What follows belongs to an exercise in optimizing a design on an open flow for small area and a short achievable clock period; a production flow would make more cautious choices. No run shown here included a check of the RTL's function; only the layout flow was run.

==> flow/design.v, too long to show whole: its modules and the start of the top module <==
// module nn_mac_engine: 1254 lines
// module nn_fa: 10 lines
// module nn_ha: 9 lines
// module nn_hac: 9 lines
// module nn_fa1: 9 lines
// module nn_gate: 9 lines
// module nn_hcc: 9 lines
// module nn_hct: 9 lines
// module nn_gaten: 9 lines
// module nn_invw: 8 lines
// module nn_ppa: 7 lines
// module nn_ppo: 7 lines
module nn_mac_engine #(
  parameter int unsigned DW      = 8,
  parameter int unsigned N_LANES = 4,
  parameter int unsigned ACC_W   = 24,
  parameter int unsigned LEN_W   = 8,
  parameter int unsigned SH_W    = 5
) (
  input  logic                    clk,
  input  logic                    rst,
  input  logic                    start,
  input  logic [LEN_W-1:0]        len,
  input  logic [SH_W-1:0]         shift,
  input  logic                    relu_en,
  input  logic [N_LANES*DW-1:0]   in_a,
  input  logic [N_LANES*DW-1:0]   in_b,
  input  logic                    in_valid,
  output logic                    in_ready,
  output logic [DW-1:0]           out_data,
  output logic                    out_valid,
  input  logic                    out_ready,
  output logic                    busy,
  output logic                    done
);
  // ...
==> flow/flow/run.sh <==
#!/bin/bash
# Layout flow: the standard layout (standard.sh, unchanged synthesis), except that the
# buffers ORFS puts on the ports are the smallest plain buffer, buf_1, instead of the default
# delay-style buffer; the resizer may still size them up where timing needs it.
set -euo pipefail
bash standard.sh BUFFER_PORTS_ARGS="-buffer_cell sky130_fd_sc_hd__buf_1" finish > standard.log 2>&1
==> flow/standard.sh <==
#!/bin/bash
# synth_recipe.tcl (not shown) runs the flow's synth.tcl, then flattens the netlist and writes it again
# the make line also repeats each setting of config.mk as NAME=value (left out here)
make -C /OpenROAD-flow-scripts/flow DESIGN_CONFIG=/design/flow/config.mk WORK_HOME=/design/flow/orfs CLKGATE_MAP_FILE= SYNTH_SCRIPT=/design/flow/synth_recipe.tcl "${@:-finish}"
==> flow/config.mk <==
export PLATFORM = sky130hd
export DESIGN_NAME = nn_mac_engine
export DESIGN_NICKNAME = nn_mac_engine
export VERILOG_FILES = /design/flow/design.v
export SDC_FILE = /design/flow/constraint.sdc
export NUM_CORES = 4
export LEC_CHECK = 0
export ABC_CLOCK_PERIOD_IN_PS = 4000
export CAP_MARGIN = 20
export CORE_MARGIN = 2
export CORE_UTILIZATION = 40
export PLACE_DENSITY = 0.6
export SETUP_SLACK_MARGIN = 3.5
export SLEW_MARGIN = 20
export SYNTH_HIERARCHICAL = 1
==> flow/constraint.sdc <==
create_clock -name core_clock -period 7.5 [get_ports {clk}]
set_input_delay 1.5000 -clock core_clock [delete_from_list [all_inputs] [get_ports {clk}]]
set_output_delay 1.5000 -clock core_clock [all_outputs]
set_load 0.01 [all_outputs]
==> impl_metrics.csv, run 1 <==
group,metric,value,unit
synthesis,synth_area_leaders,"fa_1 (42%), dfxtp_1 (14%), nor2_1 (8.2%)",
cts,h-tree-depth,3,
routing,vias,8594,
routing,wl_met2,14500,um
status,outcome,"timing/DRC/antenna clean",
timing,period_share,0.560,
worst_setup_path,ff2ff_path_depth,12,
worst_setup_path,worstSetupEndpointType,"flip-flop",
worst_setup_path,critPathLaunchType,"primary input",
synthesis,syn_inst,1113,
routing,ant_nets,0,
cts,cts-resized-gates,141,
routing,top_layer,"met4",
routing,met3WireLength,1860,um
finish,multi_input_area_share,0.694,
floorplanning,tap-cell-count,378,
routing,drtPass1Iterations,5,
synthesis,synth_top_family_by_area,"adder cells",
synthesis,yosysMostFrequentCell,"nor2_1",
finish,fillers,2592,
global_routing,top_usage_layer,"met2",
worst_setup_path,crit_type,"in -> reg",
timing,min_period,4.20,ns
finish,n_all_buffers,142,
cts,cts_tree,"done",
finish,n_antenna_cell,0,
global_routing,grt_pass1_wl,47600,um
routing,viasPerCell,5.29,
synthesis,avgSynthCellArea,10.2,um^2
cts,cts_buffers,9,
cts,clk_pin_slew_worst_paths,0.07,ns
cts,hold_buffers,0,
synthesis,synthMuxAreaShare,0.0432,
worst_setup_path,startpoint,"in_a[11]",
min_path,min_to,"out_valid$_DFFE_PN0P_",
finish,num-nets-final,1608,
synthesis,synth-xor-area-share,0.0162,
cts,cts_setup_buffers,39,
synthesis,synth.largest_area_cell,"fa_1",
timing,setup_viol,0,
finish,largest_reg_flops,25,
==> run 2: changes to the inputs <==
--- a/flow/design.v
+++ b/flow/design.v
@@ -733,378 +733,380 @@
   nn_fa u_xs147 (.a(xs135), .b(xs137), .ci(xs139), .s(xs147), .co(xc148));
   wire xs149, xc150;
   nn_fa u_xs149 (.a(xs141), .b(xc102), .ci(xc104), .s(xs149), .co(xc150));
   wire xs151, xc152;
   nn_fa u_xs151 (.a(xc106), .b(xs143), .ci(xs145), .s(xs151), .co(xc152));
   wire xs153, xc154;
   nn_fa u_xs153 (.a(xs147), .b(xc110), .ci(xc108), .s(xs153), .co(xc154));
   wire xs155, xc156;
-  nn_fa u_xs155 (.a(xs149), .b(xs151), .ci(xc112), .s(xs155), .co(xc156));
+  nn_fa u_xs155 (.a(pp_0_0_7), .b(pp_0_1_6), .ci(pp_0_2_5), .s(xs155), .co(xc156));
   wire xs157, xc158;
-  nn_fa u_xs157 (.a(pp_0_0_7), .b(pp_0_1_6), .ci(pp_0_2_5), .s(xs157), .co(xc158));
+  nn_fa u_xs157 (.a(pp_0_3_4), .b(pp_0_4_3), .ci(pp_0_5_2), .s(xs157), .co(xc158));
   wire xs159, xc160;
-  nn_fa u_xs159 (.a(pp_0_3_4), .b(pp_0_4_3), .ci(pp_0_5_2), .s(xs159), .co(xc160));
+  nn_fa u_xs159 (.a(pp_0_6_1), .b(pp_0_7_0), .ci(pp_1_0_7), .s(xs159), .co(xc160));
   wire xs161, xc162;
-  nn_fa u_xs161 (.a(pp_0_6_1), .b(pp_0_7_0), .ci(pp_1_0_7), .s(xs161), .co(xc162));
+  nn_fa u_xs161 (.a(pp_1_1_6), .b(pp_1_2_5), .ci(pp_1_3_4), .s(xs161), .co(xc162));
   wire xs163, xc164;
-  nn_fa u_xs163 (.a(pp_1_1_6), .b(pp_1_2_5), .ci(pp_1_3_4), .s(xs163), .co(xc164));
+  nn_fa u_xs163 (.a(pp_1_4_3), .b(pp_1_5_2), .ci(pp_1_6_1), .s(xs163), .co(xc164));
   wire xs165, xc166;
-  nn_fa u_xs165 (.a(pp_1_4_3), .b(pp_1_5_2), .ci(pp_1_6_1), .s(xs165), .co(xc166));
+  nn_fa u_xs165 (.a(pp_1_7_0), .b(pp_2_0_7), .ci(pp_2_1_6), .s(xs165), .co(xc166));
   wire xs167, xc168;
-  nn_fa u_xs167 (.a(pp_1_7_0), .b(pp_2_0_7), .ci(pp_2_1_6), .s(xs167), .co(xc168));
+  nn_fa u_xs167 (.a(pp_2_2_5), .b(pp_2_3_4), .ci(pp_2_4_3), .s(xs167), .co(xc168));
   wire xs169, xc170;
-  nn_fa u_xs169 (.a(pp_2_2_5), .b(pp_2_3_4), .ci(pp_2_4_3), .s(xs169), .co(xc170));
+  nn_fa u_xs169 (.a(pp_2_5_2), .b(pp_2_6_1), .ci(pp_2_7_0), .s(xs169), .co(xc170));
   wire xs171, xc172;
-  nn_fa u_xs171 (.a(pp_2_5_2), .b(pp_2_6_1), .ci(pp_2_7_0), .s(xs171), .co(xc172));
+  nn_fa u_xs171 (.a(pp_3_0_7), .b(pp_3_1_6), .ci(pp_3_2_5), .s(xs171), .co(xc172));
   wire xs173, xc174;
-  nn_fa u_xs173 (.a(pp_3_0_7), .b(pp_3_1_6), .ci(pp_3_2_5), .s(xs173), .co(xc174));
+  nn_fa u_xs173 (.a(pp_3_3_4), .b(pp_3_4_3), .ci(pp_3_5_2), .s(xs173), .co(xc174));
   wire xs175, xc176;
-  nn_fa u_xs175 (.a(pp_3_3_4), .b(pp_3_4_3), .ci(pp_3_5_2), .s(xs175), .co(xc176));
+  nn_fa u_xs175 (.a(pp_3_6_1), .b(pp_3_7_0), .ci(xc114), .s(xs175), .co(xc176));
   wire xs177, xc178;
-  nn_fa u_xs177 (.a(pp_3_6_1), .b(pp_3_7_0), .ci(xc114), .s(xs177), .co(xc178));
+  nn_fa u_xs177 (.a(xc116), .b(xc118), .ci(xc120), .s(xs177), .co(xc178));
   wire xs179, xc180;
-  nn_fa u_xs179 (.a(xc116), .b(xc118), .ci(xc120), .s(xs179), .co(xc180));
+  nn_fa u_xs179 (.a(xc122), .b(xc124), .ci(xc126), .s(xs179), .co(xc180));
   wire xs181, xc182;
-  nn_fa u_xs181 (.a(xc122), .b(xc124), .ci(xc126), .s(xs181), .co(xc182));
+  nn_fa u_xs181 (.a(xc128), .b(xc130), .ci(xs155), .s(xs181), .co(xc182));
   wire xs183, xc184;
-  nn_fa u_xs183 (.a(xc128), .b(xc130), .ci(xs157), .s(xs183), .co(xc184));
+  nn_fa u_xs183 (.a(xs157), .b(xs159), .ci(xs161), .s(xs183), .co(xc184));
   wire xs185, xc186;
-  nn_fa u_xs185 (.a(xs159), .b(xs161), .ci(xs163), .s(xs185), .co(xc186));
+  nn_fa u_xs185 (.a(xs163), .b(xs165), .ci(xs167), .s(xs185), .co(xc186));
   wire xs187, xc188;
-  nn_fa u_xs187 (.a(xs165), .b(xs167), .ci(xs169), .s(xs187), .co(xc188));
+  nn_fa u_xs187 (.a(xs169), .b(xs171), .ci(xs173), .s(xs187), .co(xc188));
   wire xs189, xc190;
-  nn_fa u_xs189 (.a(xs171), .b(xs173), .ci(xs175), .s(xs189), .co(xc190));
+  nn_fa u_xs189 (.a(xc132), .b(xc134), .ci(xc136), .s(xs189), .co(xc190));
   wire xs191, xc192;
-  nn_fa u_xs191 (.a(xc132), .b(xc134), .ci(xc136), .s(xs191), .co(xc192));
+  nn_fa u_xs191 (.a(xc138), .b(xc140), .ci(xc142), .s(xs191), .co(xc192));
   wire xs193, xc194;
-  nn_fa u_xs193 (.a(xc138), .b(xc140), .ci(xc142), .s(xs193), .co(xc194));
+  nn_fa u_xs193 (.a(xs175), .b(xs177), .ci(xs179), .s(xs193), .co(xc194));
   wire xs195, xc196;
-  nn_fa u_xs195 (.a(xs177), .b(xs179), .ci(xs181), .s(xs195), .co(xc196));
+  nn_fa u_xs195 (.a(xs181), .b(xs183), .ci(xs185), .s(xs195), .co(xc196));
   wire xs197, xc198;
-  nn_fa u_xs197 (.a(xs183), .b(xs185), .ci(xs187), .s(xs197), .co(xc198));
+  nn_fa u_xs197 (.a(xs187), .b(xc144), .ci(xc146), .s(xs197), .co(xc198));
   wire xs199, xc200;
-  nn_fa u_xs199 (.a(xs189), .b(xc144), .ci(xc146), .s(xs199), .co(xc200));
+  nn_fa u_xs199 (.a(xs189), .b(xc148), .ci(xs191), .s(xs199), .co(xc200));
   wire xs201, xc202;
-  nn_fa u_xs201 (.a(xs191), .b(xc148), .ci(xs193), .s(xs201), .co(xc202));
+  nn_ha u_xs201 (.a(xs193), .b(xs195), .s(xs201), .co(xc202));
   wire xs203, xc204;
-  nn_fa u_xs203 (.a(xs195), .b(xs197), .ci(xc150), .s(xs203), .co(xc204));
+  nn_fa u_xs203 (.a(xc150), .b(xc152), .ci(xs197), .s(xs203), .co(xc204));
   wire xs205, xc206;
-  nn_fa u_xs205 (.a(xc152), .b(xs199), .ci(xs201), .s(xs205), .co(xc206));
+  nn_fa u_xs205 (.a(pp_0_1_7), .b(pp_0_2_6), .ci(pp_0_3_5), .s(xs205), .co(xc206));
   wire xs207, xc208;
-  nn_fa u_xs207 (.a(pp_0_1_7), .b(pp_0_2_6), .ci(pp_0_3_5), .s(xs207), .co(xc208));
+  nn_fa u_xs207 (.a(pp_0_4_4), .b(pp_0_5_3), .ci(pp_0_6_2), .s(xs207), .co(xc208));
   wire xs209, xc210;
-  nn_fa u_xs209 (.a(pp_0_4_4), .b(pp_0_5_3), .ci(pp_0_6_2), .s(xs209), .co(xc210));
+  nn_fa u_xs209 (.a(pp_0_7_1), .b(pp_1_1_7), .ci(pp_1_2_6), .s(xs209), .co(xc210));
   wire xs211, xc212;
-  nn_fa u_xs211 (.a(pp_0_7_1), .b(pp_1_1_7), .ci(pp_1_2_6), .s(xs211), .co(xc212));
+  nn_fa u_xs211 (.a(pp_1_3_5), .b(pp_1_4_4), .ci(pp_1_5_3), .s(xs211), .co(xc212));
   wire xs213, xc214;
-  nn_fa u_xs213 (.a(pp_1_3_5), .b(pp_1_4_4), .ci(pp_1_5_3), .s(xs213), .co(xc214));
+  nn_fa u_xs213 (.a(pp_1_6_2), .b(pp_1_7_1), .ci(pp_2_1_7), .s(xs213), .co(xc214));
   wire xs215, xc216;
-  nn_fa u_xs215 (.a(pp_1_6_2), .b(pp_1_7_1), .ci(pp_2_1_7), .s(xs215), .co(xc216));
+  nn_fa u_xs215 (.a(pp_2_2_6), .b(pp_2_3_5), .ci(pp_2_4_4), .s(xs215), .co(xc216));
   wire xs217, xc218;
-  nn_fa u_xs217 (.a(pp_2_2_6), .b(pp_2_3_5), .ci(pp_2_4_4), .s(xs217), .co(xc218));
+  nn_fa u_xs217 (.a(pp_2_5_3), .b(pp_2_6_2), .ci(pp_2_7_1), .s(xs217), .co(xc218));
   wire xs219, xc220;
-  nn_fa u_xs219 (.a(pp_2_5_3), .b(pp_2_6_2), .ci(pp_2_7_1), .s(xs219), .co(xc220));
+  nn_fa u_xs219 (.a(pp_3_1_7), .b(pp_3_2_6), .ci(pp_3_3_5), .s(xs219), .co(xc220));
   wire xs221, xc222;
-  nn_fa u_xs221 (.a(pp_3_1_7), .b(pp_3_2_6), .ci(pp_3_3_5), .s(xs221), .co(xc222));
+  nn_fa u_xs221 (.a(pp_3_4_4), .b(pp_3_5_3), .ci(pp_3_6_2), .s(xs221), .co(xc222));
   wire xs223, xc224;
-  nn_fa u_xs223 (.a(pp_3_4_4), .b(pp_3_5_3), .ci(pp_3_6_2), .s(xs223), .co(xc224));
+  nn_fa u_xs223 (.a(pp_3_7_1), .b(xc156), .ci(xc158), .s(xs223), .co(xc224));
   wire xs225, xc226;
-  nn_fa u_xs225 (.a(pp_3_7_1), .b(xc158), .ci(xc160), .s(xs225), .co(xc226));
+  nn_fa u_xs225 (.a(xc160), .b(xc162), .ci(xc164), .s(xs225), .co(xc226));
   wire xs227, xc228;
-  nn_fa u_xs227 (.a(xc162), .b(xc164), .ci(xc166), .s(xs227), .co(xc228));
+  nn_fa u_xs227 (.a(xc166), .b(xc168), .ci(xc170), .s(xs227), .co(xc228));
   wire xs229, xc230;
-  nn_fa u_xs229 (.a(xc168), .b(xc170), .ci(xc172), .s(xs229), .co(xc230));
+  nn_fa u_xs229 (.a(xc172), .b(xc174), .ci(xs205), .s(xs229), .co(xc230));
   wire xs231, xc232;
-  nn_fa u_xs231 (.a(xc174), .b(xc176), .ci(xs207), .s(xs231), .co(xc232));
+  nn_fa u_xs231 (.a(xs207), .b(xs209), .ci(xs211), .s(xs231), .co(xc232));
   wire xs233, xc234;
-  nn_fa u_xs233 (.a(xs209), .b(xs211), .ci(xs213), .s(xs233), .co(xc234));
+  nn_fa u_xs233 (.a(xs213), .b(xs215), .ci(xs217), .s(xs233), .co(xc234));
   wire xs235, xc236;
-  nn_fa u_xs235 (.a(xs215), .b(xs217), .ci(xs219), .s(xs235), .co(xc236));
+  nn_fa u_xs235 (.a(xs219), .b(xs221), .ci(xc176), .s(xs235), .co(xc236));
   wire xs237, xc238;
-  nn_fa u_xs237 (.a(xs221), .b(xs223), .ci(xc178), .s(xs237), .co(xc238));
+  nn_fa u_xs237 (.a(xc178), .b(xc180), .ci(xc182), .s(xs237), .co(xc238));
   wire xs239, xc240;
-  nn_fa u_xs239 (.a(xc180), .b(xc182), .ci(xc184), .s(xs239), .co(xc240));
+  nn_fa u_xs239 (.a(xc184), .b(xc186), .ci(xc188), .s(xs239), .co(xc240));
   wire xs241, xc242;
-  nn_fa u_xs241 (.a(xc186), .b(xc188), .ci(xc190), .s(xs241), .co(xc242));
+  nn_fa u_xs241 (.a(xs223), .b(xs225), .ci(xs227), .s(xs241), .co(xc242));
   wire xs243, xc244;
-  nn_fa u_xs243 (.a(xs225), .b(xs227), .ci(xs229), .s(xs243), .co(xc244));
+  nn_fa u_xs243 (.a(xs229), .b(xs231), .ci(xs233), .s(xs243), .co(xc244));
   wire xs245, xc246;
-  nn_fa u_xs245 (.a(xs231), .b(xs233), .ci(xs235), .s(xs245), .co(xc246));
+  nn_fa u_xs245 (.a(xc190), .b(xc192), .ci(xc194), .s(xs245), .co(xc246));
   wire xs247, xc248;
-  nn_fa u_xs247 (.a(xc192), .b(xc194), .ci(xc196), .s(xs247), .co(xc248));
+  nn_fa u_xs247 (.a(xs235), .b(xc196), .ci(xs237), .s(xs247), .co(xc248));
   wire xs249, xc250;
-  nn_fa u_xs249 (.a(xs237), .b(xc198), .ci(xs239), .s(xs249), .co(xc250));
+  nn_fa u_xs249 (.a(xs239), .b(xs241), .ci(xs243), .s(xs249), .co(xc250));
   wire xs251, xc252;
-  nn_fa u_xs251 (.a(xs241), .b(xs243), .ci(xs245), .s(xs251), .co(xc252));
+  nn_ha u_xs251 (.a(xc198), .b(xc200), .s(xs251), .co(xc252));
   wire xs253, xc254;
-  nn_ha u_xs253 (.a(xc200), .b(xc202), .s(xs253), .co(xc254));
+  nn_fa u_xs253 (.a(pp_0_2_7), .b(pp_0_3_6), .ci(pp_0_4_5), .s(xs253), .co(xc254));
   wire xs255, xc256;
-  nn_fa u_xs255 (.a(xs247), .b(xs249), .ci(xs251), .s(xs255), .co(xc256));
+  nn_fa u_xs255 (.a(pp_0_5_4), .b(pp_0_6_3), .ci(pp_0_7_2), .s(xs255), .co(xc256));
   wire xs257, xc258;
-  nn_fa u_xs257 (.a(pp_0_2_7), .b(pp_0_3_6), .ci(pp_0_4_5), .s(xs257), .co(xc258));
+  nn_fa u_xs257 (.a(pp_1_2_7), .b(pp_1_3_6), .ci(pp_1_4_5), .s(xs257), .co(xc258));
   wire xs259, xc260;
-  nn_fa u_xs259 (.a(pp_0_5_4), .b(pp_0_6_3), .ci(pp_0_7_2), .s(xs259), .co(xc260));
+  nn_fa u_xs259 (.a(pp_1_5_4), .b(pp_1_6_3), .ci(pp_1_7_2), .s(xs259), .co(xc260));
   wire xs261, xc262;
-  nn_fa u_xs261 (.a(pp_1_2_7), .b(pp_1_3_6), .ci(pp_1_4_5), .s(xs261), .co(xc262));
+  nn_fa u_xs261 (.a(pp_2_2_7), .b(pp_2_3_6), .ci(pp_2_4_5), .s(xs261), .co(xc262));
   wire xs263, xc264;
-  nn_fa u_xs263 (.a(pp_1_5_4), .b(pp_1_6_3), .ci(pp_1_7_2), .s(xs263), .co(xc264));
+  nn_fa u_xs263 (.a(pp_2_5_4), .b(pp_2_6_3), .ci(pp_2_7_2), .s(xs263), .co(xc264));
   wire xs265, xc266;
-  nn_fa u_xs265 (.a(pp_2_2_7), .b(pp_2_3_6), .ci(pp_2_4_5), .s(xs265), .co(xc266));
+  nn_fa u_xs265 (.a(pp_3_2_7), .b(pp_3_3_6), .ci(pp_3_4_5), .s(xs265), .co(xc266));
   wire xs267, xc268;
-  nn_fa u_xs267 (.a(pp_2_5_4), .b(pp_2_6_3), .ci(pp_2_7_2), .s(xs267), .co(xc268));
+  nn_fa u_xs267 (.a(pp_3_5_4), .b(pp_3_6_3), .ci(pp_3_7_2), .s(xs267), .co(xc268));
   wire xs269, xc270;
-  nn_fa u_xs269 (.a(pp_3_2_7), .b(pp_3_3_6), .ci(pp_3_4_5), .s(xs269), .co(xc270));
+  nn_fa u_xs269 (.a(xc206), .b(xc208), .ci(xc210), .s(xs269), .co(xc270));
   wire xs271, xc272;
-  nn_fa u_xs271 (.a(pp_3_5_4), .b(pp_3_6_3), .ci(pp_3_7_2), .s(xs271), .co(xc272));
+  nn_fa u_xs271 (.a(xc212), .b(xc214), .ci(xc216), .s(xs271), .co(xc272));
   wire xs273, xc274;
-  nn_fa u_xs273 (.a(xc208), .b(xc210), .ci(xc212), .s(xs273), .co(xc274));
+  nn_fa u_xs273 (.a(xc218), .b(xc220), .ci(xc222), .s(xs273), .co(xc274));
   wire xs275, xc276;
-  nn_fa u_xs275 (.a(xc214), .b(xc216), .ci(xc218), .s(xs275), .co(xc276));
+  nn_fa u_xs275 (.a(xs253), .b(xs255), .ci(xs257), .s(xs275), .co(xc276));
   wire xs277, xc278;
-  nn_fa u_xs277 (.a(xc220), .b(xc222), .ci(xc224), .s(xs277), .co(xc278));
+  nn_fa u_xs277 (.a(xs259), .b(xs261), .ci(xs263), .s(xs277), .co(xc278));
   wire xs279, xc280;
-  nn_fa u_xs279 (.a(xs257), .b(xs259), .ci(xs261), .s(xs279), .co(xc280));
+  nn_fa u_xs279 (.a(xs265), .b(xs267), .ci(xc224), .s(xs279), .co(xc280));
   wire xs281, xc282;
-  nn_fa u_xs281 (.a(xs263), .b(xs265), .ci(xs267), .s(xs281), .co(xc282));
+  nn_fa u_xs281 (.a(xc226), .b(xc228), .ci(xc230), .s(xs281), .co(xc282));
   wire xs283, xc284;
-  nn_fa u_xs283 (.a(xs269), .b(xs271), .ci(xc226), .s(xs283), .co(xc284));
+  nn_fa u_xs283 (.a(xc232), .b(xc234), .ci(xs269), .s(xs283), .co(xc284));
   wire xs285, xc286;
-  nn_fa u_xs285 (.a(xc228), .b(xc230), .ci(xc232), .s(xs285), .co(xc286));
+  nn_fa u_xs285 (.a(xs271), .b(xs273), .ci(xs275), .s(xs285), .co(xc286));
   wire xs287, xc288;
-  nn_fa u_xs287 (.a(xc234), .b(xc236), .ci(xs273), .s(xs287), .co(xc288));
+  nn_fa u_xs287 (.a(xs277), .b(xc236), .ci(xc238), .s(xs287), .co(xc288));
   wire xs289, xc290;
-  nn_fa u_xs289 (.a(xs275), .b(xs277), .ci(xs279), .s(xs289), .co(xc290));
+  nn_fa u_xs289 (.a(xc240), .b(xc242), .ci(xs279), .s(xs289), .co(xc290));
   wire xs291, xc292;
-  nn_fa u_xs291 (.a(xs281), .b(xc238), .ci(xc240), .s(xs291), .co(xc292));
+  nn_fa u_xs291 (.a(xc244), .b(xs281), .ci(xs283), .s(xs291), .co(xc292));
   wire xs293, xc294;
-  nn_fa u_xs293 (.a(xc242), .b(xc244), .ci(xs283), .s(xs293), .co(xc294));
+  nn_fa u_xs293 (.a(xs285), .b(xc246), .ci(xc248), .s(xs293), .co(xc294));
   wire xs295, xc296;
-  nn_fa u_xs295 (.a(xc246), .b(xs285), .ci(xs287), .s(xs295), .co(xc296));
+  nn_fa u_xs295 (.a(pp_0_3_7), .b(pp_0_4_6), .ci(pp_0_5_5), .s(xs295), .co(xc296));
   wire xs297, xc298;
-  nn_fa u_xs297 (.a(xs289), .b(xc248), .ci(xc250), .s(xs297), .co(xc298));
+  nn_fa u_xs297 (.a(pp_0_6_4), .b(pp_0_7_3), .ci(pp_1_3_7), .s(xs297), .co(xc298));
   wire xs299, xc300;
-  nn_ha u_xs299 (.a(xs291), .b(xs293), .s(xs299), .co(xc300));
+  nn_fa u_xs299 (.a(pp_1_4_6), .b(pp_1_5_5), .ci(pp_1_6_4), .s(xs299), .co(xc300));
   wire xs301, xc302;
-  nn_fa u_xs301 (.a(pp_0_3_7), .b(pp_0_4_6), .ci(pp_0_5_5), .s(xs301), .co(xc302));
+  nn_fa u_xs301 (.a(pp_1_7_3), .b(pp_2_3_7), .ci(pp_2_4_6), .s(xs301), .co(xc302));
   wire xs303, xc304;
-  nn_fa u_xs303 (.a(pp_0_6_4), .b(pp_0_7_3), .ci(pp_1_3_7), .s(xs303), .co(xc304));
+  nn_fa u_xs303 (.a(pp_2_5_5), .b(pp_2_6_4), .ci(pp_2_7_3), .s(xs303), .co(xc304));
   wire xs305, xc306;
-  nn_fa u_xs305 (.a(pp_1_4_6), .b(pp_1_5_5), .ci(pp_1_6_4), .s(xs305), .co(xc306));
+  nn_fa u_xs305 (.a(pp_3_3_7), .b(pp_3_4_6), .ci(pp_3_5_5), .s(xs305), .co(xc306));
   wire xs307, xc308;
-  nn_fa u_xs307 (.a(pp_1_7_3), .b(pp_2_3_7), .ci(pp_2_4_6), .s(xs307), .co(xc308));
+  nn_fa u_xs307 (.a(pp_3_6_4), .b(pp_3_7_3), .ci(xc254), .s(xs307), .co(xc308));
   wire xs309, xc310;
-  nn_fa u_xs309 (.a(pp_2_5_5), .b(pp_2_6_4), .ci(pp_2_7_3), .s(xs309), .co(xc310));
+  nn_fa u_xs309 (.a(xc256), .b(xc258), .ci(xc260), .s(xs309), .co(xc310));
   wire xs311, xc312;
-  nn_fa u_xs311 (.a(pp_3_3_7), .b(pp_3_4_6), .ci(pp_3_5_5), .s(xs311), .co(xc312));
+  nn_fa u_xs311 (.a(xc262), .b(xc264), .ci(xc266), .s(xs311), .co(xc312));
   wire xs313, xc314;
-  nn_fa u_xs313 (.a(pp_3_6_4), .b(pp_3_7_3), .ci(xc258), .s(xs313), .co(xc314));
+  nn_fa u_xs313 (.a(xc268), .b(xs295), .ci(xs297), .s(xs313), .co(xc314));
   wire xs315, xc316;
-  nn_fa u_xs315 (.a(xc260), .b(xc262), .ci(xc264), .s(xs315), .co(xc316));
+  nn_fa u_xs315 (.a(xs299), .b(xs301), .ci(xs303), .s(xs315), .co(xc316));
   wire xs317, xc318;
-  nn_fa u_xs317 (.a(xc266), .b(xc268), .ci(xc270), .s(xs317), .co(xc318));
+  nn_fa u_xs317 (.a(xs305), .b(xc270), .ci(xc272), .s(xs317), .co(xc318));
   wire xs319, xc320;
-  nn_fa u_xs319 (.a(xc272), .b(xs301), .ci(xs303), .s(xs319), .co(xc320));
+  nn_fa u_xs319 (.a(xc274), .b(xc276), .ci(xc278), .s(xs319), .co(xc320));
   wire xs321, xc322;
-  nn_fa u_xs321 (.a(xs305), .b(xs307), .ci(xs309), .s(xs321), .co(xc322));
+  nn_fa u_xs321 (.a(xs307), .b(xs309), .ci(xs311), .s(xs321), .co(xc322));
   wire xs323, xc324;
-  nn_fa u_xs323 (.a(xs311), .b(xc274), .ci(xc276), .s(xs323), .co(xc324));
+  nn_fa u_xs323 (.a(xs313), .b(xs315), .ci(xc280), .s(xs323), .co(xc324));
   wire xs325, xc326;
-  nn_fa u_xs325 (.a(xc278), .b(xc280), .ci(xc282), .s(xs325), .co(xc326));
+  nn_fa u_xs325 (.a(xc282), .b(xc284), .ci(xs317), .s(xs325), .co(xc326));
   wire xs327, xc328;
-  nn_fa u_xs327 (.a(xs313), .b(xs315), .ci(xs317), .s(xs327), .co(xc328));
+  nn_fa u_xs327 (.a(xc286), .b(xs319), .ci(xs321), .s(xs327), .co(xc328));
   wire xs329, xc330;
-  nn_fa u_xs329 (.a(xs319), .b(xs321), .ci(xc284), .s(xs329), .co(xc330));
+  nn_ha u_xs329 (.a(xc288), .b(xc290), .s(xs329), .co(xc330));
   wire xs331, xc332;
-  nn_fa u_xs331 (.a(xc286), .b(xc288), .ci(xs323), .s(xs331), .co(xc332));
+  nn_fa u_xs331 (.a(xs323), .b(xc292), .ci(xs325), .s(xs331), .co(xc332));
   wire xs333, xc334;
-  nn_fa u_xs333 (.a(xc290), .b(xs325), .ci(xs327), .s(xs333), .co(xc334));
+  nn_fa u_xs333 (.a(pp_0_4_7), .b(pp_0_5_6), .ci(pp_0_6_5), .s(xs333), .co(xc334));
   wire xs335, xc336;
-  nn_fa u_xs335 (.a(xc292), .b(xc294), .ci(xs329), .s(xs335), .co(xc336));
+  nn_fa u_xs335 (.a(pp_0_7_4), .b(pp_1_4_7), .ci(pp_1_5_6), .s(xs335), .co(xc336));
   wire xs337, xc338;
-  nn_fa u_xs337 (.a(xc296), .b(xs331), .ci(xs333), .s(xs337), .co(xc338));
+  nn_fa u_xs337 (.a(pp_1_6_5), .b(pp_1_7_4), .ci(pp_2_4_7), .s(xs337), .co(xc338));
   wire xs339, xc340;
-  nn_fa u_xs339 (.a(pp_0_4_7), .b(pp_0_5_6), .ci(pp_0_6_5), .s(xs339), .co(xc340));
+  nn_fa u_xs339 (.a(pp_2_5_6), .b(pp_2_6_5), .ci(pp_2_7_4), .s(xs339), .co(xc340));
   wire xs341, xc342;
-  nn_fa u_xs341 (.a(pp_0_7_4), .b(pp_1_4_7), .ci(pp_1_5_6), .s(xs341), .co(xc342));
+  nn_fa u_xs341 (.a(pp_3_4_7), .b(pp_3_5_6), .ci(pp_3_6_5), .s(xs341), .co(xc342));
   wire xs343, xc344;
-  nn_fa u_xs343 (.a(pp_1_6_5), .b(pp_1_7_4), .ci(pp_2_4_7), .s(xs343), .co(xc344));
+  nn_fa u_xs343 (.a(pp_3_7_4), .b(xc296), .ci(xc298), .s(xs343), .co(xc344));
   wire xs345, xc346;
-  nn_fa u_xs345 (.a(pp_2_5_6), .b(pp_2_6_5), .ci(pp_2_7_4), .s(xs345), .co(xc346));
+  nn_fa u_xs345 (.a(xc300), .b(xc302), .ci(xc304), .s(xs345), .co(xc346));
   wire xs347, xc348;
-  nn_fa u_xs347 (.a(pp_3_4_7), .b(pp_3_5_6), .ci(pp_3_6_5), .s(xs347), .co(xc348));
+  nn_fa u_xs347 (.a(xc306), .b(xs333), .ci(xs335), .s(xs347), .co(xc348));
   wire xs349, xc350;
-  nn_fa u_xs349 (.a(pp_3_7_4), .b(xc302), .ci(xc304), .s(xs349), .co(xc350));
+  nn_fa u_xs349 (.a(xs337), .b(xs339), .ci(xs341), .s(xs349), .co(xc350));
   wire xs351, xc352;
-  nn_fa u_xs351 (.a(xc306), .b(xc308), .ci(xc310), .s(xs351), .co(xc352));
+  nn_fa u_xs351 (.a(xc308), .b(xc310), .ci(xc312), .s(xs351), .co(xc352));
   wire xs353, xc354;
-  nn_fa u_xs353 (.a(xc312), .b(xs339), .ci(xs341), .s(xs353), .co(xc354));
+  nn_fa u_xs353 (.a(xc314), .b(xc316), .ci(xs343), .s(xs353), .co(xc354));
   wire xs355, xc356;
-  nn_fa u_xs355 (.a(xs343), .b(xs345), .ci(xs347), .s(xs355), .co(xc356));
+  nn_fa u_xs355 (.a(xs345), .b(xs347), .ci(xs349), .s(xs355), .co(xc356));
   wire xs357, xc358;
-  nn_fa u_xs357 (.a(xc314), .b(xc316), .ci(xc318), .s(xs357), .co(xc358));
+  nn_fa u_xs357 (.a(xc318), .b(xc320), .ci(xc322), .s(xs357), .co(xc358));
   wire xs359, xc360;
-  nn_fa u_xs359 (.a(xc320), .b(xc322), .ci(xs349), .s(xs359), .co(xc360));
+  nn_fa u_xs359 (.a(xs351), .b(xs353), .ci(xs355), .s(xs359), .co(xc360));
   wire xs361, xc362;
-  nn_fa u_xs361 (.a(xs351), .b(xs353), .ci(xs355), .s(xs361), .co(xc362));
+  nn_ha u_xs361 (.a(xc324), .b(xc326), .s(xs361), .co(xc362));
   wire xs363, xc364;
-  nn_fa u_xs363 (.a(xc324), .b(xc326), .ci(xc328), .s(xs363), .co(xc364));
+  nn_fa u_xs363 (.a(pp_0_5_7), .b(pp_0_6_6), .ci(pp_0_7_5), .s(xs363), .co(xc364));
   wire xs365, xc366;
-  nn_fa u_xs365 (.a(xs357), .b(xs359), .ci(xs361), .s(xs365), .co(xc366));
+  nn_fa u_xs365 (.a(pp_1_5_7), .b(pp_1_6_6), .ci(pp_1_7_5), .s(xs365), .co(xc366));
   wire xs367, xc368;
-  nn_ha u_xs367 (.a(xc330), .b(xc332), .s(xs367), .co(xc368));
+  nn_fa u_xs367 (.a(pp_2_5_7), .b(pp_2_6_6), .ci(pp_2_7_5), .s(xs367), .co(xc368));
   wire xs369, xc370;
-  nn_fa u_xs369 (.a(xc334), .b(xs363), .ci(xs365), .s(xs369), .co(xc370));
+  nn_fa u_xs369 (.a(pp_3_5_7), .b(pp_3_6_6), .ci(pp_3_7_5), .s(xs369), .co(xc370));
   wire xs371, xc372;
-  nn_fa u_xs371 (.a(pp_0_5_7), .b(pp_0_6_6), .ci(pp_0_7_5), .s(xs371), .co(xc372));
+  nn_fa u_xs371 (.a(xc334), .b(xc336), .ci(xc338), .s(xs371), .co(xc372));
   wire xs373, xc374;
-  nn_fa u_xs373 (.a(pp_1_5_7), .b(pp_1_6_6), .ci(pp_1_7_5), .s(xs373), .co(xc374));
+  nn_fa u_xs373 (.a(xc340), .b(xc342), .ci(xs363), .s(xs373), .co(xc374));
   wire xs375, xc376;
-  nn_fa u_xs375 (.a(pp_2_5_7), .b(pp_2_6_6), .ci(pp_2_7_5), .s(xs375), .co(xc376));
+  nn_fa u_xs375 (.a(xs365), .b(xs367), .ci(xs369), .s(xs375), .co(xc376));
   wire xs377, xc378;
-  nn_fa u_xs377 (.a(pp_3_5_7), .b(pp_3_6_6), .ci(pp_3_7_5), .s(xs377), .co(xc378));
+  nn_fa u_xs377 (.a(xc344), .b(xc346), .ci(xc348), .s(xs377), .co(xc378));
   wire xs379, xc380;
-  nn_fa u_xs379 (.a(xc340), .b(xc342), .ci(xc344), .s(xs379), .co(xc380));
+  nn_fa u_xs379 (.a(xc350), .b(xs371), .ci(xs373), .s(xs379), .co(xc380));
   wire xs381, xc382;
-  nn_fa u_xs381 (.a(xc346), .b(xc348), .ci(xs371), .s(xs381), .co(xc382));
+  nn_fa u_xs381 (.a(xs375), .b(xc352), .ci(xc354), .s(xs381), .co(xc382));
   wire xs383, xc384;
-  nn_fa u_xs383 (.a(xs373), .b(xs375), .ci(xs377), .s(xs383), .co(xc384));
+  nn_ha u_xs383 (.a(xc356), .b(xs377), .s(xs383), .co(xc384));
   wire xs385, xc386;
-  nn_fa u_xs385 (.a(xc350), .b(xc352), .ci(xc354), .s(xs385), .co(xc386));
+  nn_fa u_xs385 (.a(xs379), .b(xs383), .ci(xc358), .s(xs385), .co(xc386));
   wire xs387, xc388;
-  nn_fa u_xs387 (.a(xc356), .b(xs379), .ci(xs381), .s(xs387), .co(xc388));
+  nn_fa u_xs387 (.a(pp_0_6_7), .b(pp_0_7_6), .ci(pp_1_6_7), .s(xs387), .co(xc388));
   wire xs389, xc390;
-  nn_fa u_xs389 (.a(xs383), .b(xc358), .ci(xc360), .s(xs389), .co(xc390));
+  nn_fa u_xs389 (.a(pp_1_7_6), .b(pp_2_6_7), .ci(pp_2_7_6), .s(xs389), .co(xc390));
   wire xs391, xc392;
-  nn_fa u_xs391 (.a(xc362), .b(xs385), .ci(xs387), .s(xs391), .co(xc392));
+  nn_fa u_xs391 (.a(pp_3_6_7), .b(pp_3_7_6), .ci(xc364), .s(xs391), .co(xc392));
   wire xs393, xc394;
-  nn_fa u_xs393 (.a(xc364), .b(xs389), .ci(xc366), .s(xs393), .co(xc394));
+  nn_fa u_xs393 (.a(xc366), .b(xc368), .ci(xc370), .s(xs393), .co(xc394));
   wire xs395, xc396;
-  nn_fa u_xs395 (.a(pp_0_6_7), .b(pp_0_7_6), .ci(pp_1_6_7), .s(xs395), .co(xc396));
+  nn_fa u_xs395 (.a(xs387), .b(xs389), .ci(xc372), .s(xs395), .co(xc396));
   wire xs397, xc398;
-  nn_fa u_xs397 (.a(pp_1_7_6), .b(pp_2_6_7), .ci(pp_2_7_6), .s(xs397), .co(xc398));
+  nn_fa u_xs397 (.a(xc374), .b(xc376), .ci(xs391), .s(xs397), .co(xc398));
   wire xs399, xc400;
-  nn_fa u_xs399 (.a(pp_3_6_7), .b(pp_3_7_6), .ci(xc372), .s(xs399), .co(xc400));
+  nn_fa u_xs399 (.a(xs393), .b(xc378), .ci(xs395), .s(xs399), .co(xc400));
   wire xs401, xc402;
-  nn_fa u_xs401 (.a(xc374), .b(xc376), .ci(xc378), .s(xs401), .co(xc402));
+  nn_fa u_xs401 (.a(xc380), .b(xs397), .ci(xc384), .s(xs401), .co(xc402));
   wire xs403, xc404;
-  nn_fa u_xs403 (.a(xs395), .b(xs397), .ci(xc380), .s(xs403), .co(xc404));
+  nn_fa u_xs403 (.a(pp_0_7_7), .b(pp_1_7_7), .ci(pp_2_7_7), .s(xs403), .co(xc404));
   wire xs405, xc406;
-  nn_fa u_xs405 (.a(xc382), .b(xc384), .ci(xs399), .s(xs405), .co(xc406));
+  nn_fa u_xs405 (.a(pp_3_7_7), .b(xc388), .ci(xc390), .s(xs405), .co(xc406));
   wire xs407, xc408;
-  nn_fa u_xs407 (.a(xs401), .b(xc386), .ci(xs403), .s(xs407), .co(xc408));
+  nn_fa u_xs407 (.a(xs403), .b(xc392), .ci(xc394), .s(xs407), .co(xc408));
   wire xs409, xc410;
-  nn_fa u_xs409 (.a(xc388), .b(xs405), .ci(xc390), .s(xs409), .co(xc410));
+  nn_fa u_xs409 (.a(xs405), .b(xc396), .ci(xc398), .s(xs409), .co(xc410));
   wire xs411, xc412;
-  nn_fa u_xs411 (.a(pp_0_7_7), .b(pp_1_7_7), .ci(pp_2_7_7), .s(xs411), .co(xc412));
+  nn_fa u_xs411 (.a(xs407), .b(xc400), .ci(xs409), .s(xs411), .co(xc412));
   wire xs413, xc414;
-  nn_fa u_xs413 (.a(pp_3_7_7), .b(xc396), .ci(xc398), .s(xs413), .co(xc414));
+  nn_fa u_xs413 (.a(xc404), .b(xc406), .ci(xc408), .s(xs413), .co(xc414));
   wire xs415, xc416;
-  nn_fa u_xs415 (.a(xs411), .b(xc400), .ci(xc402), .s(xs415), .co(xc416));
-  wire xs417, xc418;
-  nn_fa u_xs417 (.a(xs413), .b(xc404), .ci(xc406), .s(xs417), .co(xc418));
-  wire xs419, xc420;
-  nn_fa u_xs419 (.a(xs415), .b(xc408), .ci(xs417), .s(xs419), .co(xc420));
-  wire xs421, xc422;
-  nn_fa u_xs421 (.a(xc412), .b(xc414), .ci(xc416), .s(xs421), .co(xc422));
-  wire xs423, xc424;
-  nn_ha u_xs423 (.a(xc418), .b(xs421), .s(xs423), .co(xc424));
+  nn_ha u_xs415 (.a(xc410), .b(xs413), .s(xs415), .co(xc416));
+  wire ys417, yc418;
+  nn_ha u_ys417 (.a(q0), .b(q1), .s(ys417), .co(yc418));
+  wire ys419, yc420;
+  nn_fa u_ys419 (.a(q2), .b(q3), .ci(acc_fb[1]), .s(ys419), .co(yc420));
+  wire ys421, yc422;
+  nn_fa u_ys421 (.a(q4), .b(q5), .ci(acc_fb[2]), .s(ys421), .co(yc422));
+  wire ys423, yc424;
+  nn_fa u_ys423 (.a(q6), .b(q7), .ci(acc_fb[3]), .s(ys423), .co(yc424));
   wire ys425, yc426;
-  nn_ha u_ys425 (.a(q0), .b(q1), .s(ys425), .co(yc426));
+  nn_fa u_ys425 (.a(q8), .b(q9), .ci(acc_fb[4]), .s(ys425), .co(yc426));
   wire ys427, yc428;
-  nn_fa u_ys427 (.a(q2), .b(q3), .ci(acc_fb[1]), .s(ys427), .co(yc428));
+  nn_fa u_ys427 (.a(q10), .b(q11), .ci(q12), .s(ys427), .co(yc428));
   wire ys429, yc430;
-  nn_fa u_ys429 (.a(q4), .b(q5), .ci(acc_fb[2]), .s(ys429), .co(yc430));
+  nn_fa u_ys429 (.a(q13), .b(acc_fb[5]), .ci(yc426), .s(ys429), .co(yc430));
   wire ys431, yc432;
-  nn_fa u_ys431 (.a(q6), .b(q7), .ci(acc_fb[3]), .s(ys431), .co(yc432));
+  nn_fa u_ys431 (.a(q14), .b(q15), .ci(q16), .s(ys431), .co(yc432));
   wire ys433, yc434;
-  nn_fa u_ys433 (.a(q8), .b(q9), .ci(acc_fb[4]), .s(ys433), .co(yc434));
+  nn_fa u_ys433 (.a(q17), .b(acc_fb[6]), .ci(yc428), .s(ys433), .co(yc434));
   wire ys435, yc436;
-  nn_fa u_ys435 (.a(q10), .b(q11), .ci(q12), .s(ys435), .co(yc436));
+  nn_ha u_ys435 (.a(ys431), .b(yc430), .s(ys435), .co(yc436));
   wire ys437, yc438;
-  nn_fa u_ys437 (.a(q13), .b(acc_fb[5]), .ci(yc434), .s(ys437), .co(yc438));
+  nn_fa u_ys437 (.a(q18), .b(q19), .ci(q20), .s(ys437), .co(yc438));
   wire ys439, yc440;
-  nn_fa u_ys439 (.a(q14), .b(q15), .ci(acc_fb[6]), .s(ys439), .co(yc440));
+  nn_fa u_ys439 (.a(q21), .b(acc_fb[7]), .ci(yc432), .s(ys439), .co(yc440));
   wire ys441, yc442;
-  nn_ha u_ys441 (.a(yc436), .b(ys439), .s(ys441), .co(yc442));
+  nn_fa u_ys441 (.a(ys437), .b(yc434), .ci(ys439), .s(ys441), .co(yc442));
   wire ys443, yc444;
-  nn_fa u_ys443 (.a(q16), .b(q17), .ci(q18), .s(ys443), .co(yc444));
+  nn_fa u_ys443 (.a(q22), .b(q23), .ci(q24), .s(ys443), .co(yc444));
   wire ys445, yc446;
-  nn_fa u_ys445 (.a(q19), .b(acc_fb[7]), .ci(yc440), .s(ys445), .co(yc446));
+  nn_fa u_ys445 (.a(q25), .b(q26), .ci(q27), .s(ys445), .co(yc446));
   wire ys447, yc448;
-  nn_ha u_ys447 (.a(ys443), .b(yc442), .s(ys447), .co(yc448));
+  nn_fa u_ys447 (.a(acc_fb[8]), .b(yc438), .ci(ys443), .s(ys447), .co(yc448));
   wire ys449, yc450;
-  nn_fa u_ys449 (.a(q20), .b(q21), .ci(q22), .s(ys449), .co(yc450));
+  nn_fa u_ys449 (.a(ys445), .b(yc440), .ci(ys447), .s(ys449), .co(yc450));
   wire ys451, yc452;
-  nn_fa u_ys451 (.a(q23), .b(acc_fb[8]), .ci(yc444), .s(ys451), .co(yc452));
+  nn_fa u_ys451 (.a(q28), .b(q29), .ci(q30), .s(ys451), .co(yc452));
   wire ys453, yc454;
-  nn_fa u_ys453 (.a(ys449), .b(yc446), .ci(ys451), .s(ys453), .co(yc454));
+  nn_fa u_ys453 (.a(q31), .b(q32), .ci(q33), .s(ys453), .co(yc454));
   wire ys455, yc456;
-  nn_fa u_ys455 (.a(q24), .b(q25), .ci(q26), .s(ys455), .co(yc456));
+  nn_fa u_ys455 (.a(acc_fb[9]), .b(yc444), .ci(yc446), .s(ys455), .co(yc456));
   wire ys457, yc458;
-  nn_fa u_ys457 (.a(q27), .b(q28), .ci(q29), .s(ys457), .co(yc458));
+  nn_fa u_ys457 (.a(ys451), .b(ys453), .ci(yc448), .s(ys457), .co(yc458));
   wire ys459, yc460;
-  nn_fa u_ys459 (.a(acc_fb[9]), .b(yc450), .ci(ys455), .s(ys459), .co(yc460));
+  nn_ha u_ys459 (.a(ys455), .b(yc450), .s(ys459), .co(yc460));
   wire ys461, yc462;
-  nn_fa u_ys461 (.a(ys457), .b(yc452), .ci(ys459), .s(ys461), .co(yc462));
+  nn_fa1 u_ys461 (.a(q34), .b(q35), .s(ys461), .co(yc462));
   wire ys463, yc464;
-  nn_fa1 u_ys463 (.a(q30), .b(q31), .s(ys463), .co(yc464));
+  nn_fa u_ys463 (.a(q36), .b(q37), .ci(acc_fb[10]), .s(ys463), .co(yc464));
   wire ys465, yc466;
-  nn_fa u_ys465 (.a(q32), .b(q33), .ci(acc_fb[10]), .s(ys465), .co(yc466));
+  nn_fa u_ys465 (.a(yc452), .b(yc454), .ci(ys461), .s(ys465), .co(yc466));
   wire ys467, yc468;
-  nn_fa u_ys467 (.a(yc456), .b(yc458), .ci(ys463), .s(ys467), .co(yc468));
+  nn_fa u_ys467 (.a(ys463), .b(yc456), .ci(ys465), .s(ys467), .co(yc468));
   wire ys469, yc470;
-  nn_fa u_ys469 (.a(ys465), .b(yc460), .ci(ys467), .s(ys469), .co(yc470));
+  nn_ha u_ys469 (.a(yc458), .b(ys467), .s(ys469), .co(yc470));
   wire ys471, yc472;
-  nn_fa u_ys471 (.a(q34), .b(q35), .ci(q36), .s(ys471), .co(yc472));
+  nn_fa u_ys471 (.a(q38), .b(q39), .ci(q40), .s(ys471), .co(yc472));
   wire ys473, yc474;
-  nn_fa u_ys473 (.a(q37), .b(acc_fb[11]), .ci(yc464), .s(ys473), .co(yc474));
+  nn_fa u_ys473 (.a(q41), .b(q42), .ci(q43), .s(ys473), .co(yc474));
   wire ys475, yc476;
-  nn_fa u_ys475 (.a(yc466), .b(ys471), .ci(yc468), .s(ys475), .co(yc476));
+  nn_fa u_ys475 (.a(acc_fb[11]), .b(yc462), .ci(yc464), .s(ys475), .co(yc476));
   wire ys477, yc478;
-  nn_ha u_ys477 (.a(ys473), .b(yc470), .s(ys477), .co(yc478));
+  nn_fa u_ys477 (.a(ys471), .b(ys473), .ci(yc466), .s(ys477), .co(yc478));
   wire ys479, yc480;
-  nn_fa u_ys479 (.a(q38), .b(q39), .ci(q40), .s(ys479), .co(yc480));
+  nn_fa u_ys479 (.a(ys475), .b(yc468), .ci(ys477), .s(ys479), .co(yc480));
   wire ys481, yc482;
-  nn_fa u_ys481 (.a(q41), .b(acc_fb[12]), .ci(yc472), .s(ys481), .co(yc482));
+  nn_fa u_ys481 (.a(q44), .b(q45), .ci(q46), .s(ys481), .co(yc482));
   wire ys483, yc484;
-  nn_fa u_ys483 (.a(ys479), .b(yc474), .ci(ys481), .s(ys483), .co(yc484));
+  nn_fa u_ys483 (.a(q47), .b(acc_fb[12]), .ci(yc472), .s(ys483), .co(yc484));
   wire ys485, yc486;
-  nn_ha u_ys485 (.a(yc476), .b(ys483), .s(ys485), .co(yc486));
+  nn_fa u_ys485 (.a(yc474), .b(ys481), .ci(yc476), .s(ys485), .co(yc486));
   wire ys487, yc488;
-  nn_fa u_ys487 (.a(q42), .b(q43), .ci(q44), .s(ys487), .co(yc488));
+  nn_fa u_ys487 (.a(ys483), .b(yc478), .ci(ys485), .s(ys487), .co(yc488));
   wire ys489, yc490;
-  nn_fa u_ys489 (.a(q45), .b(acc_fb[13]), .ci(yc480), .s(ys489), .co(yc490));
+  nn_fa u_ys489 (.a(q48), .b(q49), .ci(q50), .s(ys489), .co(yc490));
   wire ys491, yc492;
-  nn_fa u_ys491 (.a(ys487), .b(yc482), .ci(ys489), .s(ys491), .co(yc492));
+  nn_fa u_ys491 (.a(q51), .b(acc_fb[13]), .ci(yc482), .s(ys491), .co(yc492));
   wire ys493, yc494;
-  nn_ha u_ys493 (.a(yc484), .b(ys491), .s(ys493), .co(yc494));
+  nn_fa u_ys493 (.a(ys489), .b(yc484), .ci(ys491), .s(ys493), .co(yc494));
   wire ys495, yc496;
-  nn_fa u_ys495 (.a(q46), .b(q47), .ci(acc_fb[14]), .s(ys495), .co(yc496));
+  nn_ha u_ys495 (.a(yc486), .b(ys493), .s(ys495), .co(yc496));
   wire ys497, yc498;
-  nn_fa u_ys497 (.a(yc488), .b(ys495), .ci(yc490), .s(ys497), .co(yc498));
+  nn_fa u_ys497 (.a(q52), .b(q53), .ci(acc_fb[14]), .s(ys497), .co(yc498));
   wire ys499, yc500;
-  nn_ha u_ys499 (.a(yc492), .b(ys497), .s(ys499), .co(yc500));
+  nn_fa u_ys499 (.a(yc490), .b(ys497), .ci(yc492), .s(ys499), .co(yc500));
   wire ys501, yc502;
-  nn_fa u_ys501 (.a(q48), .b(q49), .ci(acc_fb[15]), .s(ys501), .co(yc502));
+  nn_ha u_ys501 (.a(yc494), .b(ys499), .s(ys501), .co(yc502));
   wire ys503, yc504;
-  nn_fa u_ys503 (.a(yc496), .b(ys501), .ci(yc498), .s(ys503), .co(yc504));
+  nn_fa u_ys503 (.a(q54), .b(q55), .ci(acc_fb[15]), .s(ys503), .co(yc504));
   wire ys505, yc506;
-  nn_fa u_ys505 (.a(q50), .b(q51), .ci(acc_fb[16]), .s(ys505), .co(yc506));
+  nn_fa u_ys505 (.a(yc498), .b(ys503), .ci(yc500), .s(ys505), .co(yc506));
   wire ys507, yc508;
-  nn_ha u_ys507 (.a(yc502), .b(ys505), .s(ys507), .co(yc508));
+  nn_fa u_ys507 (.a(q56), .b(q57), .ci(acc_fb[16]), .s(ys507), .co(yc508));
   wire ys509, yc510;
-  nn_fa1 u_ys509 (.a(acc_fb[17]), .b(yc506), .s(ys509), .co(yc510));
-  wire yi511 = ~acc_fb[18];
-  wire yi512 = ~acc_fb[19];
-  wire yi513 = ~acc_fb[20];
-  wire yi514 = ~acc_fb[21];
-  wire yi515 = ~acc_fb[22];
-  wire yi516 = ~acc_fb[23];
-  wire yi517 = ~acc_fb[24];
+  nn_ha u_ys509 (.a(yc504), .b(ys507), .s(ys509), .co(yc510));
+  wire ys511, yc512;
+  nn_fa1 u_ys511 (.a(acc_fb[17]), .b(yc508), .s(ys511), .co(yc512));
+  wire yi513 = ~acc_fb[18];
+  wire yi514 = ~acc_fb[19];
+  wire yi515 = ~acc_fb[20];
+  wire yi516 = ~acc_fb[21];
+  wire yi517 = ~acc_fb[22];
+  wire yi518 = ~acc_fb[23];
+  wire yi519 = ~acc_fb[24];
   logic q0;
   logic q1;
   logic q2;
   logic q3;
   logic q4;
   logic q5;
   logic q6;
   logic q7;
@@ -1147,74 +1149,86 @@
   logic q44;
   logic q45;
   logic q46;
   logic q47;
   logic q48;
   logic q49;
   logic q50;
   logic q51;
+  logic q52;
+  logic q53;
+  logic q54;
+  logic q55;
+  logic q56;
+  logic q57;
   always_ff @(posedge clk) begin
       v <= beat;
       q0 <= pp_3_0_0;
       q1 <= xs1;
       q2 <= xs7;
       q3 <= xs9;
       q4 <= xs21;
       q5 <= xs23;
       q6 <= xs43;
       q7 <= xs45;
       q8 <= xs73;
       q9 <= xs75;
       q10 <= xc74;
       q11 <= xs107;
       q12 <= xc76;
       q13 <= xs111;
-      q14 <= xs153;
-      q15 <= xs155;
-      q16 <= xc154;
-      q17 <= xs203;
-      q18 <= xc156;
-      q19 <= xs205;
-      q20 <= xs253;
-      q21 <= xc204;
-      q22 <= xc206;
-      q23 <= xs255;
-      q24 <= xc252;
-      q25 <= xs295;
-      q26 <= xc254;
-      q27 <= xs299;
-      q28 <= xs297;
-      q29 <= xc256;
-      q30 <= xc300;
-      q31 <= xc298;
-      q32 <= xs335;
-      q33 <= xs337;
-      q34 <= xs367;
-      q35 <= xc336;
-      q36 <= xc338;
-      q37 <= xs369;
-      q38 <= xc368;
-      q39 <= xs391;
-      q40 <= xc370;
-      q41 <= xs393;
-      q42 <= xs407;
-      q43 <= xc392;
-      q44 <= xs409;
-      q45 <= xc394;
-      q46 <= xc410;
-      q47 <= xs419;
-      q48 <= xs423;
-      q49 <= xc420;
-      q50 <= xc422;
-      q51 <= xc424;
+      q14 <= xs149;
+      q15 <= xs151;
+      q16 <= xc112;
+      q17 <= xs153;
+      q18 <= xs201;
+      q19 <= xs199;
+      q20 <= xc154;
+      q21 <= xs203;
+      q22 <= xc202;
+      q23 <= xs245;
+      q24 <= xs247;
+      q25 <= xs249;
+      q26 <= xs251;
+      q27 <= xc204;
+      q28 <= xs287;
+      q29 <= xs289;
+      q30 <= xc250;
+      q31 <= xs291;
+      q32 <= xc252;
+      q33 <= xs293;
+      q34 <= xs327;
+      q35 <= xs329;
+      q36 <= xc294;
+      q37 <= xs331;
+      q38 <= xc328;
+      q39 <= xs357;
+      q40 <= xc330;
+      q41 <= xs359;
+      q42 <= xs361;
+      q43 <= xc332;
+      q44 <= xs381;
+      q45 <= xc360;
+      q46 <= xc362;
+      q47 <= xs385;
+      q48 <= xc382;
+      q49 <= xs399;
+      q50 <= xc386;
+      q51 <= xs401;
+      q52 <= xc402;
+      q53 <= xs411;
+      q54 <= xs415;
+      q55 <= xc412;
+      q56 <= xc414;
+      q57 <= xc416;
   end
   assign acc_fb = acc;
-  assign row_a = {acc_fb[23], acc_fb[22], acc_fb[21], acc_fb[20], acc_fb[19], acc_fb[18], yi511, yc508, ys507, yc500, ys499, yc486, yc478, ys475, yc462, yc454, yc448, ys445, yc438, ys435, yc432, yc430, yc428, yc426, acc_fb[0]};
-  assign row_b = {yi517, yi516, yi515, yi514, yi513, yi512, yc510, ys509, yc504, ys503, yc494, ys493, ys485, ys477, ys469, ys461, ys453, ys447, ys441, ys437, ys433, ys431, ys429, ys427, ys425};
+  assign row_a = {acc_fb[23], acc_fb[22], acc_fb[21], acc_fb[20], acc_fb[19], acc_fb[18], yi513, yc510, ys509, yc502, ys501, ys495, yc480, yc470, yc460, ys457, yc442, yc436, ys433, ys427, yc424, yc422, yc420, yc418, acc_fb[0]};
+  assign row_b = {yi519, yi518, yi517, yi516, yi515, yi514, yc512, ys511, yc506, ys505, yc496, yc488, ys487, ys479, ys469, ys459, ys449, ys441, ys435, ys429, ys425, ys423, ys421, ys419, ys417};
   always_ff @(posedge clk) begin
     if (!busy)  acc <= '0;
     else if (v) acc <= row_a + row_b;
   end
   logic             sgn;
   logic             ovf_p;         
   logic             ovf_n;         
   logic [NOV-1:0]   thr;           
==> run 2 against run 1 <==
Wire length up 0.69%. Critical path type unchanged. Sequential share of layout area up 1.1 points. Cell area down 1.1%.
==> impl_metrics.csv, run 2 <==
group,metric,value,unit
status,outcome,"timing/DRC/antenna clean",
finish,num-nets-final,1591,
worst_setup_path,worstSetupEndpointType,"flip-flop",
global_routing,antenna_found_initial,0,
synthesis,synth_edf_count,14,
synthesis,ys_seq_area_frac,0.190,
finish,layout_commonest_cell,"nor2_1",
synthesis,synth-xor-area-share,0.0160,
worst_setup_path,ff2ff_path_depth,12,
global_routing,grt_pass1_wl,48700,um
global_routing,grt_max_degree,30,
synthesis,synth_top_family_by_area,"adder cells",
routing,drc,0,
synthesis,syn_inst,1120,
global_routing,grt_usage,0.208,
min_path,worstHoldPathType,"reg -> reg",
place,gp_congestion,0.938,
timing,fmax,248,MHz
floorplanning,die_area,30100,um^2
cts,root_buffer,"clkbuf_16",
synthesis,yosysMostFrequentCell,"nor2_1",
finish,drive_gt1_frac,0.176,
routing,wl,30700,um
floorplanning,rows,62,
routing,drt_iter0_drc,468,
place,dp.final_hpwl,25400,um
cts,cts_tree,"done",
timing,finClkSkew,0.00768,ns
worst_setup_path,critPathArrivalTime,4.27,ns
synthesis,synthFlopType,"dfxtp_1",
finish,area_delta_synth_final,13.6,%
synthesis,avgSynthCellArea,10.3,um^2
cts,h-tree-depth,3,
timing,slew_headroom,0.424,
synthesis,ys_types,74,
synthesis,yosysTopAreaCellShare,0.415,
floorplanning,coreArea,28500,um^2
timing,worst-slew-pin-transition,0.864,ns
worst_setup_path,required,7.73,ns
routing,vias,8563,
timing,rsz0062_at_grt,"yes",
synthesis,synth.largest_area_cell,"fa_1",
routing,wl_per_cell,19.0,um
synthesis,yosysWarnings,7,
cts,cts_buffers,9,
min_path,worstHoldStart,"acc[2]$_SDFFE_PN0P_",
synthesis,synth_area_leaders,"fa_1 (41%), dfxtp_1 (15%), nor2_1 (8.1%)",
worst_setup_path,crit_type,"in -> reg",
floorplanning,ios,95,
cts,clockBufferDepth,2,
routing,drtPass1Iterations,7,
synthesis,synthMuxAreaShare,0.0427,
floorplanning,die_h,173,um
min_path,hold_depth,2,
timing,finalSetupTns,0,ns
finish,layout_common_cells,"nor2_1 (222), fa_1 (180), buf_1 (87)",
finish,layout.cells.non_filler,1614,
cts,clk_pin_slew_worst_paths,0.07,ns
timing,hold_violations,0,
timing,setup_viol,0,
routing,viasPerCell,5.31,
floorplanning,die_w,173,um
place,dp_cells,1577,
synthesis,synth_compound_area_frac,0.0889,
finish,top_register,"acc",
synthesis,synthTopCellsByCount,"nor2_1 (247), fa_1 (238), inv_1 (90)",
worst_setup_path,startpoint,"in_a[3]",
finish,largestRegisters,"acc x25, cnt x8, sh x5",
timing,maxSlewViolCount,0,
global_routing,grt_overflow_total,0,
timing,period_share,0.538,
place,port_buffers,94,
synthesis,synthSimpleGateAreaFrac,0.156,
synthesis,synth_fa_ha_area_frac,0.465,
timing,min_period,4.04,ns
cts,cts_sinks,101,
synthesis,synth-seq-cells,101,
worst_setup_path,critPathLaunchType,"primary input",
synthesis,syn_area,11500,um^2
cts,insertion_delay,0.36,ns
routing,ant_nets,0,
global_routing,grt_pass1_vias,8975,
synthesis,async_flop_share,0.0297,
job,maxCapViolations,0,
finish,n_antenna_cell,0,
synthesis,synth_fp_nets,1486,
finish,largest_reg_flops,25,
floorplanning,start_util,0.404,
worst_setup_path,cp_max_fo,8,
worst_setup_path,reg2reg_from,"q28$_DFF_P_",
## run 2: kinds of logic after synthesis
logic type | after synthesis
DFF | 101
muxes | 36
xor gates and xnor gates | 21
and+or+nand+nor | 406
buffers and inverters | 116
AOI/OAI and AO/OA | 156
adders and majority gates | 284
## run 2: modules after synthesis, one instance, submodules excluded, excerpt
module | cells | flops+latches | cell area [um^2] | times used
nn_fa | 1 | 0 | 20.0 | 237
nn_fa1 | 5 | 0 | 27.5 | 2
nn_ha | 1 | 0 | 12.5 | 17
nn_mac_engine | 536 | 101 | 5130 | 1
nn_ppa | 1 | 0 | 3.75 | 200
nn_ppo | 1 | 0 | 6.26 | 56
## run 2: layer usage
layer | GRT usage | part of all wire | up-vias | wire length (um)
met3 | 0.0314 | 0.060 | 53 | 1830
met5 | 0 | 0 | - | 0
met2 | 0.360 | 0.49 | 329 | 14900
met4 | 0.0636 | 0.022 | 0 | 660
met1 | 0.270 | 0.43 | 4306 | 13200
li1 | - | - | 3875 | -
## run 2: path summary, 6_finish.rpt
| path | endpoint | slack, ns |
|---|---|---|
| worst max-delay path | q33$_DFF_P_ | 3.46 |
| worst min register to register | acc[2]$_SDFFE_PN0P_ | 0.56 |
| min in group asynchronous | busy$_DFF_PN0_ | 0.94 |
| worst max register to register | acc[23]$_SDFFE_PN0P_ | 3.64 |
| max in group asynchronous | in_ready$_DFFE_PN0P_ | 6.39 |
| worst min-delay path | acc[2]$_SDFFE_PN0P_ | 0.56 |
## run 2: worst max-delay path, stage by stage
cell and delay, ns:
buf_1 0.12, clkinvlp_4 0.23, nor2_1 0.24, fa_1 0.45, fa_2 0.41, fa_1 0.46, fa_2 0.40, fa_1 0.45
## run 2: timing repair
item / in CTS / in global routing
setup endpoints to repair: 21 / 27
buffers inserted: 17 / 4
hold buffers: 0 / 0
resized for setup: 47 / 74
pin swaps: 14 / 28
cloned: 0 / 0
## run 2: layout make-up
class / instances / area [um^2]
inverters: 93 / 380
fillers: 2748 / 15400
multi-input cells: 903 / 9160
repair buffers: 117 / 567
clock buffers: 9 / 225
well taps: 384 / 480
clock inverters: 7 / 55.1
flip-flops and latches: 101 / 2180
## run 2: through the flow
stage / setup WS (ns) / cell area [um^2] / utilization / hold slack [ns]
after floorplan: 3.34 / 11600 / - / 0.475
final: 3.46 / 13000 / 0.458 / 0.557
after detailed placement: 3.00 / 12300 / 0.433 / 0.556
after global routing: 3.43 / 13000 / 0.458 / 0.613
after global placement: 3.02 / 12300 / 0.433 / 0.535
after CTS: 3.48 / 12800 / 0.451 / 0.567

## afterwards: timing with drivers on the ports
No port has a modelled driver above. Below, the same layouts with a new extraction and two added sets of constraints.
Step 1, drivers: a clkbuf_16 drives clk and a buf_2 each remaining input, both assumed.
Step 2 times the ports against the registers' clock, not the clock port: input delays grow and output delays shrink by t, the midpoint of the rising clock arrivals with the driver on.
Three values: no drivers, after step 1, after step 2; two values: the first two.
run	t (ns)	setup WS [ns]	worst hold slack (ns)	worst register clock-pin slew, ns
run 1	0.390	3.300 / 3.303 / 2.913	0.549 / 0.549 / 0.549	0.07 / 0.07
run 2	0.396	3.464 / 3.487 / 3.091	0.557 / 0.557 / 0.557	0.08 / 0.08
After both steps every run listed still meets setup and hold. The setup slack of run 1, which loses most, moves by +0.003 ns with the drivers and by -0.387 ns with both steps.
